Source: an optimization exercise on an open RTL-to-GDS flow (aim: small area). Production flows keep margins and buffers that such runs may drop. RTL that was checked went through simulation tests only; none was proved equivalent to the original. No activity file was given, so power comes from the tool's default toggle rates. The clock port is modelled as an ideal driver; clocking choices that lean on that would not hold on a real chip.

Setup of job 1376:
==> flow/design.v <==
package regcon_pkg;
        typedef enum logic [2:0] {
                write    = 3'd0,
                read     = 3'd1,
                read_two = 3'd2,
                compare  = 3'd5,
                xor_op   = 3'd6,
                shift    = 3'd7
        } opcode_e;
        typedef logic [5-1:0] reg_addr_t;
        typedef logic [16-1:0] reg_word_t;
        typedef struct packed {
                logic                        pad;
                logic [4-1:0] amount;
        } shift_view_t;
        typedef union packed {
                reg_addr_t   addr;
                shift_view_t shift_view;
        } operand_u;
        typedef struct packed {
                opcode_e   opcode;
                reg_addr_t src_a;
                operand_u  src_b;
                reg_addr_t dest;
                reg_word_t data;
        } console_cmd_t;
        typedef struct packed {
                logic      valid;
                reg_word_t line1_word;
                reg_word_t line2_word;
        } display_req_t;
        typedef struct packed {
                logic      en;
                reg_addr_t addr;
                reg_word_t data;
        } reg_wr_t;
endpackage
`timescale 1ns/1ps
module register_console_top (
        input  logic                        clk,
        input  logic                        reset,
        input  logic                        rot,
        input  logic [4-1:0] bits,
        output logic [128-1:0]   line1,
        output logic [128-1:0]   line2
);
        localparam int P1 = 11;
        localparam int P2 = 22;
        localparam logic [3:0] CLR_N = 4'd11;
        logic       rot_prev;
        logic       busy;
        logic [2:0] fc;           
        logic [2:0] op;
        logic       cv, upd;      
        logic [4:0] A;            
        logic step, fstep, start, last;
        logic op_w, op_r, op_r2, op_c, op_x, op_s, writes;
        assign step  = rot & ~rot_prev;
        assign fstep = step & busy;
        assign start = step & ~busy & (bits[2:0] != 3'd3) & (bits[2:0] != 3'd4);
        assign op_w  = (op == 3'd0);
        assign op_r  = (op == 3'd1);
        assign op_r2 = (op == 3'd2);
        assign op_c  = (op == 3'd5);
        assign op_x  = (op == 3'd6);
        assign op_s  = (op == 3'd7);
        assign writes = ~(op_r | op_r2);
        always_comb begin
                case (op)
                        3'd1:    last = (fc == 3'd1);
                        3'd2:    last = (fc == 3'd3);
                        3'd7:    last = (fc == 3'd4);
                        default: last = (fc == 3'd5);
                endcase
        end
        always_ff @(posedge clk) begin
                if (reset) begin
                        rot_prev <= 1'b0;
                        busy     <= 1'b0;
                        cv       <= 1'b0;
                        upd      <= 1'b0;
                end else begin
                        rot_prev <= rot;
                        cv       <= fstep & last;
                        upd      <= cv;
                        if (start)
                                busy <= 1'b1;
                        else if (fstep & last)
                                busy <= 1'b0;
                end
        end
        logic a_lo, a_hi;
        always_comb begin
                if (op_w) begin
                        a_lo = (fc == 3'd0);
                        a_hi = (fc == 3'd1);
                end else if (op_s) begin
                        a_lo = (fc == 3'd0) | (fc == 3'd3);
                        a_hi = (fc == 3'd1) | (fc == 3'd4);
                end else begin
                        a_lo = ~fc[0];
                        a_hi = fc[0];
                end
        end
        always_ff @(posedge clk) begin
                if (start) begin
                        op <= bits[2:0];
                        fc <= 3'd0;
                end else if (fstep) begin
                        fc <= fc + 3'd1;
                end
                if (fstep & a_lo) A[3:0] <= bits;
                if (fstep & a_hi) A[4]   <= bits[0];
        end
        logic [31:0][15:0] ring;
        logic [4:0]  ptr;
        logic [3:0]  clr_cnt;
        logic        clr;
        logic        pv;          
        logic [4:0]  pp;          
        logic [15:0] pd;          
        logic [4:0]  q;           
        logic [15:0] ring_q;
        logic [4:0]  cdist;
        logic        q_ok;
        logic        hit;
        logic [15:0] rd;
        logic        wr_now;
        logic [15:0] res;
        logic        w0, w1, w2;
        assign q      = A + ptr;
        assign ring_q = ring[q];
        assign clr    = (clr_cnt != CLR_N);
        always_comb begin
                if (q >= 5'(P2))      cdist = q - 5'(P2);
                else if (q >= 5'(P1)) cdist = q - 5'(P1);
                else                  cdist = q;
        end
        assign q_ok = ({1'b0, clr_cnt} > cdist);
        assign hit = pv & (q == pp);
        assign rd  = hit ? pd : (q_ok ? ring_q : 16'd0);
        assign w0 = clr | (pv & (pp == 5'd31));
        assign w1 = clr | (pv & (pp == 5'(P1 - 1)));
        assign w2 = clr | (pv & (pp == 5'(P2 - 1)));
        assign wr_now = upd & writes;
        always_ff @(posedge clk) begin
                for (int i = 1; i < 32; i++) ring[i] <= ring[i-1];
                ring[0]  <= w0 ? pd : ring[31];
                ring[P1] <= w1 ? pd : ring[P1-1];
                ring[P2] <= w2 ? pd : ring[P2-1];
        end
        always_ff @(posedge clk) begin
                if (reset) begin
                        ptr     <= 5'd0;
                        clr_cnt <= 4'd0;
                        pv      <= 1'b0;
                        pd      <= 16'd0;
                end else begin
                        ptr <= ptr + 5'd1;
                        if (clr) clr_cnt <= clr_cnt + 4'd1;
                        if (wr_now) begin
                                pv <= 1'b1;
                                pd <= res;
                        end else if (w0 | w1 | w2) begin
                                pv <= 1'b0;
                        end
                end
                pp <= (wr_now ? q : pp) + 5'd1;
        end
        logic [15:0] T;
        logic [3:0]  amt;
        logic [3:0]  a_cur;
        logic        sh4, sh1, wdat;
        assign a_cur = (fstep & op_s & (fc == 3'd2)) ? bits : amt;
        assign wdat  = fstep & op_w & (fc >= 3'd2);
        assign sh4   = wdat | (a_cur[3:2] != 2'd0);
        assign sh1   = (a_cur[1:0] != 2'd0);
        always_ff @(posedge clk) begin
                if (reset)
                        amt <= 4'd0;
                else if (a_cur[3:2] != 2'd0)
                        amt <= a_cur - 4'd4;
                else if (a_cur[1:0] != 2'd0)
                        amt <= a_cur - 4'd1;
                else
                        amt <= a_cur;
        end
        always_ff @(posedge clk) begin
                if ((fc == 3'd2) & ~step)
                        T <= rd;
                else if (fstep & (op_c | op_x) & (fc == 3'd4))
                        T <= T ^ rd;
                else if (sh4)
                        T <= {wdat ? bits : 4'd0, T[15:4]};
                else if (sh1)
                        T <= {1'b0, T[15:1]};
        end
        assign res = op_c ? {15'd0, (T == 16'd0)} : T;
        logic [15:0] L1, L2;
        logic        LN;
        always_ff @(posedge clk) begin
                if (reset) begin
                        L1 <= 16'd0;
                        L2 <= 16'd0;
                        LN <= 1'b0;
                end else if (upd) begin
                        L1 <= op_r2 ? T : {11'd0, A};
                        L2 <= (op_r | op_r2) ? rd : res;
                        LN <= 1'b1;
                end
        end
        always_comb begin
                for (int i = 0; i < 16; i++) begin
                        line1[i*8 +: 8] = {2'b00, LN, LN, 3'b000, L1[i]};
                        line2[i*8 +: 8] = {2'b00, LN, LN, 3'b000, L2[i]};
                end
        end
endmodule
clock: 6.0 ns
lec_check: 0
abc_area: 1
cap_margin: 20
core_margin: 2
core_utilization: 60
cts_buf_list: sky130_fd_sc_hd__clkbuf_4
slew_margin: 20
run.sh (not shown) runs the stock make flow with config.mk's settings and CLKGATE_MAP_FILE= SYNTH_SCRIPT=/design/flow/synth_recipe.tcl, a recipe that flattens the netlist after the stock synthesis.
Job 1376 finished every stage and its layout cleared the timing, DRC and antenna checks.
## Diff of input files: job 9177 against job 1376
# job 1376
export LEC_CHECK = 0
export ABC_AREA = 1
export CAP_MARGIN = 20
export CORE_MARGIN = 2
export CORE_UTILIZATION = 60
export CTS_BUF_LIST = sky130_fd_sc_hd__clkbuf_4
export SLEW_MARGIN = 20
create_clock -name core_clock -period 6.0 [get_ports {clk}]
# job 9177
export LEC_CHECK = 0
export ABC_AREA = 1
export CAP_MARGIN = 20
export CORE_MARGIN = 2
export CORE_UTILIZATION = 60
export SLEW_MARGIN = 20
create_clock -name core_clock -period 6.0 [get_ports {clk}]
Notes after the runs:
Job 9177 | status: complete | timing, DRC, antenna: pass
Detail-routed via count per cell ended up 2.2% higher on job 9177 than on job 1376.
There was hardly any difference in multiplexer fraction of the synthesized cell area between job 1376 and job 9177.
Relative to job 1376, post-route standard cell area excluding fillers decreased by about 0.37% in job 9177.
Relative to job 1376, the sequential cell fraction of total power of job 9177 is lower by 0.4 points.
When the final numbers for job 1376 and job 9177 were put side by side, the sequential share of layout area turned out to be smaller in job 1376.
Job 1376 has higher layout overhead on the synthesized area than job 9177.
Job 1376 has a higher number of antenna violations at the first check in global routing than job 9177.
As far as non-clock buffer share of cell area is concerned, job 9177 and job 1376 perform about the same.
Re total power: job 9177 is 0.93% up on job 1376.
Here is what was changed in the inputs of job 5367 compared with job 9177.
# job 9177
export LEC_CHECK = 0
export ABC_AREA = 1
export CAP_MARGIN = 20
export CORE_MARGIN = 2
export CORE_UTILIZATION = 60
export SLEW_MARGIN = 20
create_clock -name core_clock -period 6.0 [get_ports {clk}]
# job 5367
export LEC_CHECK = 0
export ABC_AREA = 1
export CAP_MARGIN = 20
export CORE_MARGIN = 2
export CORE_UTILIZATION = 60
export CTS_BUF_LIST = sky130_fd_sc_hd__clkbuf_2 sky130_fd_sc_hd__clkbuf_4 sky130_fd_sc_hd__clkbuf_8
export CTS_CLUSTER_SIZE = 20
export SLEW_MARGIN = 20
create_clock -name core_clock -period 6.0 [get_ports {clk}]
## What came out
Job 5367 completed; timing, DRC and antenna clean
Job 5367 and job 9177 ended up with roughly the same synthesized-area fraction occupied by ao, oa, aoi and oai cells.
Job 5367 vs. job 9177: fmax now sits higher, core utilization now sits higher, pin slew with the least headroom to its limit now sits lower.
[job 5367] power per standard cell area fell about 0.3% relative to job 9177
Job 5367 against job 9177: total power stayed essentially flat, total detailed-routing wirelength neither gained nor lost much.
Function was not checked in any run of this note: the RTL went through the layout flow alone.

========
Setup of green:
register_console_top, a different RTL version from the one above (not shown whole).
For scale: roughly 1,500 cells after synthesis, about 610 flip-flops, roughly 0.019 sq mm of cells after synthesis.
==> flow/config.mk <==
export PLATFORM = sky130hd
export DESIGN_NAME = register_console_top
export DESIGN_NICKNAME = register_console_top
export VERILOG_FILES = /design/flow/design.v
export SDC_FILE = /design/flow/constraint.sdc
export NUM_CORES = 4
export LEC_CHECK = 0
export ABC_AREA = 0
export CAP_MARGIN = 20
export CORE_MARGIN = 2
export CORE_UTILIZATION = 70
export PLACE_DENSITY = 0.75
export SLEW_MARGIN = 20
export SYNTH_HIERARCHICAL = 1
export SYNTH_MINIMUM_KEEP_SIZE = 0
==> flow/constraint.sdc <==
create_clock -name core_clock -period 6.0 [get_ports {clk}]
set_input_delay 1.2000 -clock core_clock [delete_from_list [all_inputs] [get_ports {clk}]]
set_output_delay 1.2000 -clock core_clock [all_outputs]
set_load 0.01 [all_outputs]
standard.sh (not shown) runs the stock make flow with config.mk's settings and CLKGATE_MAP_FILE= SYNTH_SCRIPT=/design/flow/synth_recipe.tcl, a recipe that flattens the netlist after the stock synthesis.
==> flow/flow/run.sh <==
#!/bin/bash
# Standard ORFS layout with three changes: the tie cell is not split per load,
# ports are buffered with buf_1, and CTS inserts no dummy loads.
set -euo pipefail
bash standard.sh \
  SKIP_REPAIR_TIE_FANOUT=1 \
  "BUFFER_PORTS_ARGS=-buffer_cell sky130_fd_sc_hd__buf_1" \
  "CTS_ARGS=-sink_clustering_enable -repair_clock_nets -dont_use_dummy_load -buf_list {sky130_fd_sc_hd__clkbuf_8 sky130_fd_sc_hd__clkbuf_16} -root_buf sky130_fd_sc_hd__clkbuf_8 -tree_buf sky130_fd_sc_hd__clkbuf_8 -sink_clustering_buffer sky130_fd_sc_hd__clkbuf_16 -sink_clustering_size 30 -sink_clustering_max_diameter 120" \
  finish > standard.log 2>&1
green: no failed stages, no open violations at the end
Input-level comparison between purple and green:
- CORE_UTILIZATION: 70 -> 60
- PLACE_DENSITY: 0.75 -> unset
==> flow/flow/run.sh <==
#!/bin/bash
# Standard ORFS layout with three changes: the tie cell is not split per load,
# ports are buffered with buf_1, and CTS inserts no dummy loads.
set -euo pipefail
bash standard.sh \
  SKIP_REPAIR_TIE_FANOUT=1 \
  "BUFFER_PORTS_ARGS=-buffer_cell sky130_fd_sc_hd__buf_1" \
  "CTS_ARGS=-sink_clustering_enable -repair_clock_nets -dont_use_dummy_load -buf_list {sky130_fd_sc_hd__clkbuf_8 sky130_fd_sc_hd__clkbuf_16} -sink_clustering_size 30 -sink_clustering_max_diameter 120" \
  finish > standard.log 2>&1
Delta (purple minus green): global-route wire length before repair went up, final-stage net count did not really move.
Of purple and green, purple shows the higher worst max-slew margin expressed relative to the limit, with green below it.
Measured against purple, the die area of green comes out at 0.860 times the reference value.

========
Another version of the RTL of register_console_top (not shown whole).
For scale: roughly 1500 cells after synthesis, about 610 flip-flops, about 260 I/O pins, ~0.019 mm^2 of cells after synthesis.
clock: 6.0 ns
lec_check: 0
abc_area: 0
cap_margin: 20
core_margin: 2
core_utilization: 60
slew_margin: 20
synth_hierarchical: 1
synth_minimum_keep_size: 0
==> flow/flow/run.sh <==
#!/bin/bash
# Standard ORFS layout with three changes: the tie cell is not split per load,
# ports are buffered with buf_1, and CTS inserts no dummy loads.
set -euo pipefail
bash standard.sh \
  SKIP_REPAIR_TIE_FANOUT=1 \
  RECOVER_POWER=100 \
  MATCH_CELL_FOOTPRINT=0 \
  "BUFFER_PORTS_ARGS=-buffer_cell sky130_fd_sc_hd__buf_1" \
  "CTS_ARGS=-sink_clustering_enable -repair_clock_nets -dont_use_dummy_load -buf_list {sky130_fd_sc_hd__clkbuf_8 sky130_fd_sc_hd__clkbuf_16} -sink_clustering_size 30 -sink_clustering_max_diameter 120" \
  finish > standard.log 2>&1
The first run finished with max-capacitance violations, max-slew violations left.
==> next run, changes <==
--- a/flow/flow/run.sh
+++ b/flow/flow/run.sh
@@ -6,4 +6,2 @@
   SKIP_REPAIR_TIE_FANOUT=1 \
-  RECOVER_POWER=100 \
-  MATCH_CELL_FOOTPRINT=0 \
   "BUFFER_PORTS_ARGS=-buffer_cell sky130_fd_sc_hd__buf_1" \
- CORE_UTILIZATION: 60 -> 70
- PLACE_DENSITY: unset -> 0.75
Outcome:
- This time the run went through all stages and came out clean
- non-clock buffer count goes down by 3
- design area goes down by 0.38%
- fmax goes up by 2.0%
- critical path depth goes down by 1
- total power hardly moves
- worst setup slack gains 100 ps
- via count goes up by 3.1%
==> next run, changes <==
==> flow/flow/run.sh (replaced) <==
#!/bin/bash
# Standard ORFS layout with three changes: the tie cell is not split per load,
# ports are buffered with buf_1, and CTS inserts no dummy loads.
set -euo pipefail
bash standard.sh \
  SKIP_REPAIR_TIE_FANOUT=1 \
  "BUFFER_PORTS_ARGS=-buffer_cell sky130_fd_sc_hd__buf_1" \
  "CTS_ARGS=-sink_clustering_enable -repair_clock_nets -dont_use_dummy_load -buf_list {sky130_fd_sc_hd__clkbuf_8 sky130_fd_sc_hd__clkbuf_16} -sink_clustering_size 32 -sink_clustering_max_diameter 120" \
  finish > standard.log 2>&1
- CORE_UTILIZATION: 70 -> 60
- PLACE_DENSITY: 0.75 -> unset
After rerunning: Worst setup slack improved by 260 ps. Design area rises by 0.51%. Clock skew decreases by 5.4 ps. First-iteration DRC count drops by 14%.
==> next run, changes <==
==> flow/flow/run.sh (replaced) <==
#!/bin/bash
# Standard ORFS layout with three changes: the tie cell is not split per load,
# ports are buffered with buf_1, and CTS inserts no dummy loads.
set -euo pipefail
bash standard.sh \
  SKIP_REPAIR_TIE_FANOUT=1 \
  "BUFFER_PORTS_ARGS=-buffer_cell sky130_fd_sc_hd__buf_1" \
  "CTS_ARGS=-sink_clustering_enable -repair_clock_nets -dont_use_dummy_load -buf_list {sky130_fd_sc_hd__clkbuf_8 sky130_fd_sc_hd__clkbuf_16} -sink_clustering_size 30 -sink_clustering_max_diameter 120" \
  finish > standard.log 2>&1
Cell count barely changes.
Sequential share of layout area stays flat.
Clock-buffer cell count went up by 1.
Synthesized area is unchanged.
Synthesized cell count stays the same.
Via count went down slightly.
Wire length goes down slightly.
First-iteration DRC count is lower by a few percent.
==> next run, changes <==
--- a/flow/flow/run.sh
+++ b/flow/flow/run.sh
@@ -4,3 +4,3 @@
 set -euo pipefail
-bash standard.sh \
+GPL_KEEP_OVERFLOW=0 bash standard.sh \
   SKIP_REPAIR_TIE_FANOUT=1 \
After rerunning:
- cell area increases by 1.2%
- die area does not change
- non-clock buffer count increases by 5

========
lane 1:
register_console_top, a different RTL version from the one above (not shown whole).
Size: about 1,600 cells after synthesis, roughly 610 flip-flops, ~260 I/O pins.
==> flow/config.mk <==
export PLATFORM = sky130hd
export DESIGN_NAME = register_console_top
export DESIGN_NICKNAME = register_console_top
export VERILOG_FILES = /design/flow/design.v
export SDC_FILE = /design/flow/constraint.sdc
export NUM_CORES = 4
export LEC_CHECK = 0
export ABC_AREA = 0
export CAP_MARGIN = 20
export CORE_MARGIN = 2
export CORE_UTILIZATION = 70
export PLACE_DENSITY = 0.75
export SLEW_MARGIN = 20
export SYNTH_HIERARCHICAL = 1
export SYNTH_MINIMUM_KEEP_SIZE = 0
==> flow/constraint.sdc <==
create_clock -name core_clock -period 6.0 [get_ports {clk}]
set_input_delay 1.2000 -clock core_clock [delete_from_list [all_inputs] [get_ports {clk}]]
set_output_delay 1.2000 -clock core_clock [all_outputs]
set_load 0.01 [all_outputs]
==> flow/flow/run.sh <==
#!/bin/bash
# Standard ORFS layout with three changes: the tie cell is not split per load,
# ports are buffered with buf_1, and CTS inserts no dummy loads.
set -euo pipefail
bash standard.sh \
  SKIP_REPAIR_TIE_FANOUT=1 \
  "BUFFER_PORTS_ARGS=-buffer_cell sky130_fd_sc_hd__buf_1" \
  "CTS_ARGS=-sink_clustering_enable -repair_clock_nets -dont_use_dummy_load -buf_list {sky130_fd_sc_hd__clkbuf_8 sky130_fd_sc_hd__clkbuf_16} -sink_clustering_size 30 -sink_clustering_max_diameter 120" \
  finish > standard.log 2>&1
Inputs modified between lane 1 and lane 2:
Settings: an added CTS_CLUSTER_SIZE of 30; a deleted PLACE_DENSITY that had been 0.75; an added CTS_CLUSTER_DIAMETER of 120; a change of CORE_UTILIZATION from 70 to 60; an added CTS_BUF_LIST of sky130_fd_sc_hd__clkbuf_8 sky130_fd_sc_hd__clkbuf_16.
Findings:
~same proportion of total power due to net switching in lane 1 and lane 2
Summary of lane 2 over lane 1: final-layout clock-cell area share held steady; largest clock skew in the final design shows a reduction of 0.0054 ns; total power ~0 delta; biggest fanout along the worst timing path barely changed; hold slack lost 0.019 ns.
Sort lane 1 and lane 2 by maximum frequency asc -> top: lane 2
Summary of lane 2 over lane 1: final critical-path required period went up 0.22 ns; mean routed wirelength per cell went up 0.67%.

==> separate check: timing with driven ports <==
The results above use ideal ports. As a check the final layouts listed here were re-extracted and re-timed, cells and wires unchanged.
Step 1: set_driving_cell puts a clkbuf_16 on clk and a buf_2 on each other input, an assumption about the parent block.
Step 2, shift: input delay + t, output delay - t, t = (earliest + latest rising clock arrival at the registers) / 2. This alone moves slack from input paths to output paths.
a / b / c = no drivers / after step 1 / after step 2; a / b = the first two.
run	t (ns)	setup WS [ns]	latest minus earliest clock arrival (ns)	slew at the worst register clock pin (ns)
job 1376	0.879	1.359 / 1.359 / 1.359	0.053 / 0.053	0.08 / 0.08
job 9177	0.663	1.325 / 1.325 / 1.325	0.014 / 0.015	0.07 / 0.07
job 5367	0.718	1.348 / 1.348 / 1.348	0.043 / 0.042	0.07 / 0.07
green	0.700	1.019 / 1.019 / 1.019	0.081 / 0.081	0.12 / 0.12
purple	0.595	0.973 / 0.973 / 0.973	0.060 / 0.061	0.12 / 0.12
the first run of note 3	0.587	0.656 / 0.656 / 0.656	0.073 / 0.074	0.11 / 0.11
the second run of note 3	0.581	0.760 / 0.760 / 0.760	0.090 / 0.091	0.11 / 0.11
the third run of note 3	0.579	1.015 / 1.015 / 1.015	0.086 / 0.085	0.12 / 0.12
the fourth run of note 3	0.591	0.936 / 0.936 / 0.936	0.080 / 0.080	0.12 / 0.12
the fifth run of note 3	0.594	0.926 / 0.926 / 0.926	0.075 / 0.075	0.12 / 0.12
lane 1	0.604	1.207 / 1.207 / 1.207	0.058 / 0.058	0.12 / 0.12
lane 2	0.601	0.983 / 0.983 / 0.983	0.060 / 0.059	0.12 / 0.12
